This design comes from an exercise in tuning for a short achievable clock period and few clock cycles on the open sky130 flow, not from production work.
Where RTL was checked, it was by simulation tests only, not by an equivalence proof against the original.
Power is estimated from default activity; no workload was simulated.

// dmac_top
module dmac_top (
   input  logic       HCLK,
   input  logic       HRESETn,
   input  logic       hsel,
   input  logic       hready,
   input  logic       hwrite,
   input  logic [1:0]    htrans,
   input  logic [31:0]      haddr,
   input  logic [31:0]      hwdata,
   output logic [31:0]      s_hrdata,
   output logic [1:0] s_hresp,
   output logic       hreadyout,
   input  logic [31:0]      hrdata,
   input  logic       hgrant,
   output logic       hbusreq,
   output logic [1:0]    m_htrans,
   output logic [31:0]      m_haddr,
   output logic       m_hwrite,
   output logic [2:0]    m_hburst,
   output logic [31:0]      m_hwdata,
   output logic       dmacintr
);
For scale: roughly 2800 cells after synthesis, roughly 210 I/O pins.
Settings: LEC_CHECK=0, CAP_MARGIN=20, CORE_MARGIN=2, CORE_UTILIZATION=40, SETUP_SLACK_MARGIN=3.8, SLEW_MARGIN=20; clock period 6.0 ns.
standard.sh (not shown) runs the stock make flow with config.mk's settings and CLKGATE_MAP_FILE= SYNTH_SCRIPT=/design/flow/synth_recipe.tcl, a recipe that flattens the netlist after the stock synthesis.
==> flow/flow/run.sh <==
#!/bin/bash
# Standard layout, with one extra step after placement (flow/move.tcl).
# Each tool's output goes to a log file of its own in this folder.
set -euo pipefail
export RDIR=$PWD/orfs/results/$FLOW_PLATFORM/dmac_top/base
bash standard.sh synth > log_1_synth.txt 2>&1
bash standard.sh floorplan > log_2_floorplan.txt 2>&1
bash standard.sh place > log_3_place.txt 2>&1
openroad -no_init -exit flow/move.tcl > log_3_move.txt 2>&1
bash standard.sh finish > log_4_finish.txt 2>&1
==> flow/flow/move.tcl <==
# After global and detailed placement: put each flip-flop that drives an
# output port's buffer right next to that buffer, then legalize again.
source [file join [file dirname [info script]] move_procs.tcl]
set R $::env(RDIR)
read_db $R/3_place.odb
move_out_flops
detailed_placement
check_placement
write_db $R/3_place.odb
==> flow/flow/move_procs.tcl <==
# Flip-flops that drive an output port's buffer, directly or through one
# inverter or buffer, are put next to that buffer (then legalized).
proc out_driver {inst} {
  # the instance that drives inst's (single) input pin, or ""
  foreach it [$inst getITerms] {
    if {[$it isInputSignal]} {
      set net [$it getNet]
      if {$net == "NULL"} { return "" }
      foreach d [$net getITerms] {
        if {[$d isOutputSignal]} { return [$d getInst] }
      }
    }
  }
  return ""
}

proc is_flop {inst} {
  return [string match "*__*df*" [[$inst getMaster] getName]]
}

proc is_inv_or_buf {inst} {
  set m [[$inst getMaster] getName]
  return [expr {[string match "*__inv_*" $m] || [string match "*__buf_*" $m] || [string match "*__clkbuf_*" $m]}]
}

proc move_out_flops {} {
  set block [ord::get_db_block]
  set n 0
  foreach bt [$block getBTerms] {
    if {[$bt getIoType] != "OUTPUT"} { continue }
    set net [$bt getNet]
    if {$net == "NULL"} { continue }
    set buf ""
    foreach it [$net getITerms] {
      if {[$it isOutputSignal]} { set buf [$it getInst] }
    }
    if {$buf == ""} { continue }
    set drv [out_driver $buf]
    if {$drv == ""} { continue }
    set loc [$buf getLocation]
    if {[is_flop $drv]} {
      $drv setLocation [lindex $loc 0] [lindex $loc 1]
      incr n
    } elseif {[is_inv_or_buf $drv]} {
      set ff [out_driver $drv]
      if {$ff != "" && [is_flop $ff]} {
        $drv setLocation [lindex $loc 0] [lindex $loc 1]
        $ff setLocation [lindex $loc 0] [lindex $loc 1]
        incr n
      }
    }
  }
  puts "moved $n flip-flops next to their output buffers"
}
The starting point produced a clean layout.
Rerun with:
--- a/flow/design.v
+++ b/flow/design.v
@@ -207,16 +207,17 @@
    logic        dpl_q;        
    logic [31:0] rq_q;         
    logic        rv_q;         
    logic [3:0]  fill_q;       
    logic [3:0]  drain_q;      
    logic [31:0] mem [16];
    logic [31:0] wd_q;
    logic [31:0] wd_i;
+   logic [1:0]  trans_o;      
    logic [31:0] wd_n;
    logic [2:0]  bcur;
    logic [31:2] addr_o;       
    logic        write_o;
    logic        go;
    logic        zgo;
    logic        gnt;
    logic        bend;         
@@ -382,25 +383,28 @@
       if (rv_q)
          mem[fill_q] <= rq_q;
    end
    assign wsrc = l1_q ? hrdata :
                  (rv_q && fill_q == drain_q) ? rq_q : mem[drain_q];
    assign wd_n = (hready && pwr_q) ? wsrc : wd_i;
    assign bcur = (len_q == plen) ? pcode : 3'b001;
    always_ff @(posedge HCLK or negedge HRESETn)
-      if (!HRESETn)
-         wd_i <= '0;
-      else
-         wd_i <= wd_n;
+      if (!HRESETn) begin
+         wd_i    <= '0;
+         trans_o <= 2'b00;
+      end else begin
+         wd_i    <= wd_n;
+         trans_o <= hready ? trans_r : trans_q;
+      end
    always_ff @(posedge HCLK) begin
       addr_o  <= (hready && trans_q[1]) ? addr_acc : addr_q;
       write_o <= hready ? write_r : write_q;
       burst_q <= (hready && (gnt || bend)) ? ncode_q : bcur;
       wd_q    <= wd_n;
    end
    assign hbusreq  = hbr_q;
-   assign m_htrans = trans_q;
+   assign m_htrans = trans_o;
    assign m_haddr  = {addr_o, 2'b00};
    assign m_hwrite = write_o;
    assign m_hburst = burst_q;
    assign m_hwdata = wd_q;
 endmodule
Outcome:
- maximum frequency came out higher by about 4%
- sequential cell count came out higher by 2
- area after synthesis came out lower by 0.82%
- global-route usage stays flat
- clock power came out higher by about 2%
- critical path depth does not change
- via count came out lower by about 1.4%
- routed wire length came out lower by about 0.9%
- register-to-register slack gains 0.15 ns
- sequential share of layout area came out higher by 1.0 points
- design area came out lower by 1.7%
- worst hold slack loses 0.011 ns
- utilization came out lower by 0.20 points
Testbench counts after the change, summed over its fixed seeds: cycles 22,325.
No functional check of the RTL was part of the first run of this note.

---

06-18:
dmac_top, a different RTL version from the one above (not shown whole).
For scale: roughly 2,800 cells after synthesis, about 900 flip-flops, roughly 210 I/O pins, about 38,000 um2 of cells after synthesis.
clock: 6.0 ns
lec_check: 0
abc_clock_period_in_ps: 1500
cap_margin: 20
core_margin: 2
core_utilization: 40
setup_slack_margin: 4.5
slew_margin: 20
run.sh (not shown) runs the stock make flow with config.mk's settings and CLKGATE_MAP_FILE= SYNTH_SCRIPT=/design/flow/synth_recipe.tcl, a recipe that flattens the netlist after the stock synthesis.
Stock flow here: none of the scripts above is used.
[inputs] 09-11 vs 06-18
--- a/flow/design.v
+++ b/flow/design.v
@@ -78,19 +78,16 @@
    logic        fin;        
    assign sel      = hsel && htrans[1] && !bad_q;
    assign a_cfg    = (haddr[11:0] == 12'h030);
    assign a_src    = (haddr[11:0] == 12'h100);
    assign a_dst    = (haddr[11:0] == 12'h104);
    assign a_ctrl   = (haddr[11:0] == 12'h10C);
    assign a_chcfg  = (haddr[11:0] == 12'h110);
    assign a_mapped = a_cfg || a_src || a_dst || a_ctrl || a_chcfg;
-   logic        a_sd, rs_sd;
-   assign a_sd     = (haddr[11:3] == 9'b0001_0000_0) && (haddr[1:0] == 2'b00);
-   assign rs_sd    = sel && !hwrite && a_sd;
    assign rs_cfg   = sel && !hwrite && a_cfg;
    assign rs_src   = sel && !hwrite && a_src;
    assign rs_dst   = sel && !hwrite && a_dst;
    assign rs_ctrl  = sel && !hwrite && a_ctrl;
    assign rs_chcfg = sel && !hwrite && a_chcfg;
    assign ws_cfg   = sel && hwrite && a_cfg;
    assign ws_src   = sel && hwrite && a_src;
    assign ws_dst   = sel && hwrite && a_dst;
@@ -114,18 +111,19 @@
          ch_en_r    = hwdata[0];
          int_mask_r = hwdata[1];
          int_pend_r = hwdata[2];
       end else begin
          ch_en_r    = ch_en && !fin;
          int_mask_r = int_mask;
          int_pend_r = int_pend || fin;
       end
-      rdata_r = ({32{rs_sd}}    & (haddr[2] ? dst_r : src_r)) |
-                ({32{rs_cfg}}   & {31'd0, glb_r}) |
+      rdata_r = ({32{rs_cfg}}   & {31'd0, glb_r}) |
+                ({32{rs_src}}   & src_r) |
+                ({32{rs_dst}}   & dst_r) |
                 ({32{rs_ctrl}}  & {17'd0, bc_r, size_r}) |
                 ({32{rs_chcfg}} & {29'd0, int_pend_r, int_mask_r, ch_en_r});
    end
    always_ff @(posedge HCLK or negedge HRESETn) begin
       if (!HRESETn) begin
          {rd_cfg_q, rd_src_q, rd_dst_q, rd_ctrl_q, rd_chcfg_q} <= '0;
          {wr_cfg_q, wr_src_q, wr_dst_q, wr_ctrl_q, wr_chcfg_q} <= '0;
          bad_q      <= 1'b0;
@@ -166,27 +164,21 @@
             {rd_cfg_q, rd_src_q, rd_dst_q, rd_ctrl_q, rd_chcfg_q} & {5{!bad_q}};
          {wr_cfg_q, wr_src_q, wr_dst_q, wr_ctrl_q, wr_chcfg_q} <=
             {wr_cfg_q, wr_src_q, wr_dst_q, wr_ctrl_q, wr_chcfg_q} & {5{!bad_q}};
          bad_q      <= 1'b0;
          hresp_q    <= bad_q;
          hready_q   <= 1'b1;
       end
    end
-   logic [31:0] rdata_s;
-   assign rdata_s = ({32{rd_cfg_q}}   & {31'd0, glb_en}) |
-                    ({32{rd_src_q}}   & src_base) |
-                    ({32{rd_dst_q}}   & dst_base) |
-                    ({32{rd_ctrl_q}}  & {17'd0, burst_code, xfer_size}) |
-                    ({32{rd_chcfg_q}} & {29'd0, int_pend, int_mask, ch_en});
    always_ff @(posedge HCLK or negedge HRESETn)
       if (!HRESETn)
          hrdata_q <= '0;
-      else
-         hrdata_q <= hready ? rdata_r : rdata_s;
+      else if (hready)
+         hrdata_q <= rdata_r;
    assign s_hrdata  = hrdata_q;
    assign s_hresp   = {1'b0, hresp_q};
    assign hreadyout = hready_q;
    assign dmacintr  = intr_q;
    logic        busy_q;       
    logic        hbr_q;        
    logic        wgnt_q;       
    logic [1:0]  trans_q;
@@ -390,18 +382,24 @@
                  (rv_q && fill_q == drain_q) ? rq_q : mem[drain_q];
    always_ff @(posedge HCLK or negedge HRESETn) begin
       if (!HRESETn) begin
          addr_o  <= '0;
          write_o <= 1'b0;
          burst_q <= 3'b000;
          wd_q    <= '0;
       end else begin
-         addr_o  <= (hready && trans_q[1]) ? addr_acc : addr_q;
-         write_o <= hready ? write_r : write_q;
+         if (go) begin
+            addr_o  <= src_base[31:2];
+            write_o <= 1'b0;
+         end else if (hready) begin
+            if (trans_q[1])
+               addr_o <= addr_acc;
+            write_o <= write_r;
+         end
          if (hready && (gnt || bend))
             burst_q <= ncode_q;
          if (hready && pwr_q)
             wd_q <= wsrc;
       end
    end
    assign hbusreq  = hbr_q;
    assign m_htrans = trans_q;
As of 09-11, total clock buffers created by CTS had fallen slightly compared to 06-18.
Compared with 06-18, sequential cell count in 09-11 decreased slightly.
Summary — final cell area excluding filler cells, 09-11 relative to 06-18: higher, by 0.77%.
Diff 06-18 -> 09-11 | final net count | up slightly
The run with more routed wire is 09-11, not 06-18.
Compared with 06-18, 09-11 shows met1 track demand over resource in global routing higher by 0.29 points.
Relative to 06-18, the multi-input logic area of 09-11 is higher by 6.0%.
Re post-detailed-route DRC marker count: no difference whatsoever between 06-18 and 09-11.
The higher worst slack at placement came out of 09-11.
The number of vias in the routed layout on 09-11 is in line with that on 06-18.
Compared 09-11 vs 06-18, and insertion delay of the later-clocked pin in the worst-skew pair is down in 09-11.
No run of this note included a check of the RTL's function; only the layout flow was run.

[afterwards: timing with drivers on the ports]
How much do the figures lean on ideal ports? The routed layouts below were timed once more, with nothing changed but the port constraints. Step 1 sets driving cells, clkbuf_16 on the clock port and buf_2 on the other inputs (assumed; they add their load-dependent delay and slew). Step 2, shift: input delay + t, output delay - t, t = (earliest + latest rising clock arrival at the registers) / 2. This alone moves slack from input paths to output paths. Slacks: no drivers / after step 1 / after step 2; pairs: no drivers / after step 1.
run	shift t [ns]	setup WS [ns]	hold slack, ns	latest minus earliest clock arrival (ns)	worst data-port slew with drivers (ns)
the first run of note 1	0.736	3.465 / 3.400 / 2.913	0.476 / 0.476 / 0.476	0.034 / 0.034	0.13
the second run of note 1	0.759	3.561 / 3.484 / 3.084	0.465 / 0.465 / 0.465	0.062 / 0.062	0.06
06-18	0.756	3.451 / 3.381 / 3.052	0.408 / 0.447 / 0.472	0.106 / 0.106	0.23
09-11	0.750	3.491 / 3.420 / 3.064	0.445 / 0.435 / 0.475	0.032 / 0.032	0.14
After both steps every run listed still meets setup and hold. For the first run of note 1, which loses most, drivers alone change the setup slack by -0.065 ns; drivers and shift together by -0.552 ns.
